This design comes from an exercise in tuning for small area, a short achievable clock period and few clock cycles per item on the open sky130 flow, not from production work.
Only simulation tests tie the RTL to the original design; equivalence was not proved.
Power and IR drop assume default switching activity.

// dcache
module dcache (
	input  logic        clk,
	input  logic        rst_n,
	input  logic        dp_ren,
	input  logic        dp_wen,
	input  logic        dp_atomic,
	input  logic        dp_halt,
	input  logic [31:0] dp_addr,
	input  logic [31:0] dp_store,
	output logic        dp_hit,
	output logic [31:0] dp_load,
	output logic        dp_flushed,
	output logic        mem_ren,
	output logic        mem_wen,
	output logic [31:0] mem_addr,
	output logic [31:0] mem_store,
	input  logic        mem_busy,
	input  logic [31:0] mem_load
);
clock: 7.5 ns
lec_check: 0
cap_margin: 20
core_margin: 2
core_utilization: 60
setup_slack_margin: 2.8
slew_margin: 20
tns_end_percent: 5
run.sh (not shown) runs the stock make flow with config.mk's settings and CLKGATE_MAP_FILE= SYNTH_SCRIPT=/design/flow/synth_recipe.tcl, a recipe that flattens the netlist after the stock synthesis.
The baseline ran to the end with no violations.
Testbench counts at the start, summed over its fixed seeds: cycles 18,969, accesses 8,000.
Rerun with:
- SETUP_SLACK_MARGIN: 2.8 -> 0.8
- TNS_END_PERCENT: 5 -> not set
The new run passed the timing, design-rule and antenna checks.
Cell area came out lower by 8.9%.
Total power goes down by 4.4%.
Area after synthesis stays the same.
Non-clock buffer count is lower by 358.
First-iteration DRC count goes down by 19%.
Routed wire length goes down by 9.7%.
Rerun with:
- SETUP_SLACK_MARGIN: 0.8 -> 1.8
- TNS_END_PERCENT: not set -> 5
After rerunning: Via count is higher by 2.9%. Core utilization is higher by 2.6 points. Die area stays the same. Power is higher by 1.8%. Hold slack stays flat. Register-to-register slack is better by 310 ps.

========
dcache, a different RTL version from the one above (not shown whole).
For scale: ~7200 cells after synthesis, ~1500 flip-flops, roughly 200 I/O pins, about 73000 µm² of cells after synthesis.
Settings: LEC_CHECK=0, ABC_AREA=1, CAP_MARGIN=20, CORE_MARGIN=2, CORE_UTILIZATION=60, CTS_BUF_LIST=sky130_fd_sc_hd__clkbuf_8, SETUP_SLACK_MARGIN=2.8, SLEW_MARGIN=20, TNS_END_PERCENT=5; clock period 7.5 ns.
The baseline finished with timing, DRC and antenna clean.
Testbench counts at the start, summed over its fixed seeds: cycles 18,969, accesses 8,000.
Then changed:
Settings changed: ABC_AREA 1 to unset, CORE_UTILIZATION 60 to 70, CTS_BUF_LIST sky130_fd_sc_hd__clkbuf_8 to unset, PLACE_DENSITY set to 0.75, SETUP_SLACK_MARGIN 2.8 to 2.0.
The new run went through all stages and came out clean. Clock-buffer cell count went down by 46. Power fell by a few percent. Wire length decreases by a few percent. Via count went down by a little under a tenth. Non-clock buffer count decreases by 53.

========
dcache again, from the RTL that the note above started with.
// dcache
module dcache (
	input  logic        clk,
	input  logic        rst_n,
	input  logic        dp_ren,
	input  logic        dp_wen,
	input  logic        dp_atomic,
	input  logic        dp_halt,
	input  logic [31:0] dp_addr,
	input  logic [31:0] dp_store,
	output logic        dp_hit,
	output logic [31:0] dp_load,
	output logic        dp_flushed,
	output logic        mem_ren,
	output logic        mem_wen,
	output logic [31:0] mem_addr,
	output logic [31:0] mem_store,
	input  logic        mem_busy,
	input  logic [31:0] mem_load
);
Settings: LEC_CHECK=0, ABC_AREA=1, CAP_MARGIN=20, CORE_MARGIN=2, CORE_UTILIZATION=60, CTS_BUF_LIST=sky130_fd_sc_hd__clkbuf_4, SETUP_SLACK_MARGIN=2.4, SLEW_MARGIN=20, TNS_END_PERCENT=5; clock period 7.5 ns.
The baseline finished with timing, DRC and antenna clean.
Testbench counts at the start, summed over its fixed seeds: cycles 18,969, accesses 8,000.
Change:
CAP_MARGIN = 10   (was 20)
CTS_BUF_LIST = sky130_fd_sc_hd__clkbuf_8   (was sky130_fd_sc_hd__clkbuf_4)
SLEW_MARGIN = 10   (was 20)
=>
- worst setup slack improves by 0.17 ns
- synthesized cell count is unchanged
- utilization increases by 0.74 points
- global-route usage grows by 0.58 points
- cell area is higher by 1.0%
- cell count drops by 1.8%
Change:
CAP_MARGIN = 20   (was 10)
SETUP_SLACK_MARGIN = 2.0   (was 2.4)
SLEW_MARGIN = 20   (was 10)
Result: The new run went through all stages and came out clean; fmax shrinks by a little under a tenth; global-route usage went down by 2.3 points; core utilization went down by 2.7 points; worst setup slack got worse by 0.45 ns; final area came out lower by a few percent.

afterwards: timing with drivers on the ports:
No port has a modelled driver above. Below, the same layouts with a new extraction and two added sets of constraints. Step 1 (the two cells are an assumption about what drives the block):
set clk [get_ports {clk}]
set_driving_cell -lib_cell sky130_fd_sc_hd__clkbuf_16 $clk
set_driving_cell -lib_cell sky130_fd_sc_hd__buf_2 [delete_from_list [all_inputs] $clk]
Step 2 times the ports against the registers' clock, not the clock port: input delays grow and output delays shrink by t, the midpoint of the rising clock arrivals with the driver on. Three values: ideal, step 1, step 2; two values: the first two.
| run | shift t [ns] | setup slack, ns | worst register clock-pin slew, ns |
|---|---|---|---|
| the first run of note 1 | 0.859 | 1.389 / 1.327 / 1.327 | 0.07 / 0.07 |
| the second run of note 1 | 0.852 | 0.726 / 0.701 / 0.701 | 0.07 / 0.07 |
| the third run of note 1 | 0.857 | 1.435 / 1.401 / 1.189 | 0.07 / 0.07 |
| the first run of note 2 | 1.053 | 2.000 / 1.846 / 1.277 | 0.07 / 0.07 |
| the second run of note 2 | 0.875 | 1.361 / 1.330 / 0.777 | 0.07 / 0.07 |
| the first run of note 3 | 1.407 | 1.879 / 1.855 / 1.260 | 0.08 / 0.08 |
| the second run of note 3 | 1.060 | 2.050 / 1.978 / 1.392 | 0.07 / 0.07 |
| the third run of note 3 | 1.060 | 1.599 / 1.561 / 1.252 | 0.07 / 0.07 |
After both steps setup and hold are still met in every run listed. For the first run of note 2, which loses most, drivers alone change the setup slack by -0.154 ns; drivers and shift together by -0.723 ns.
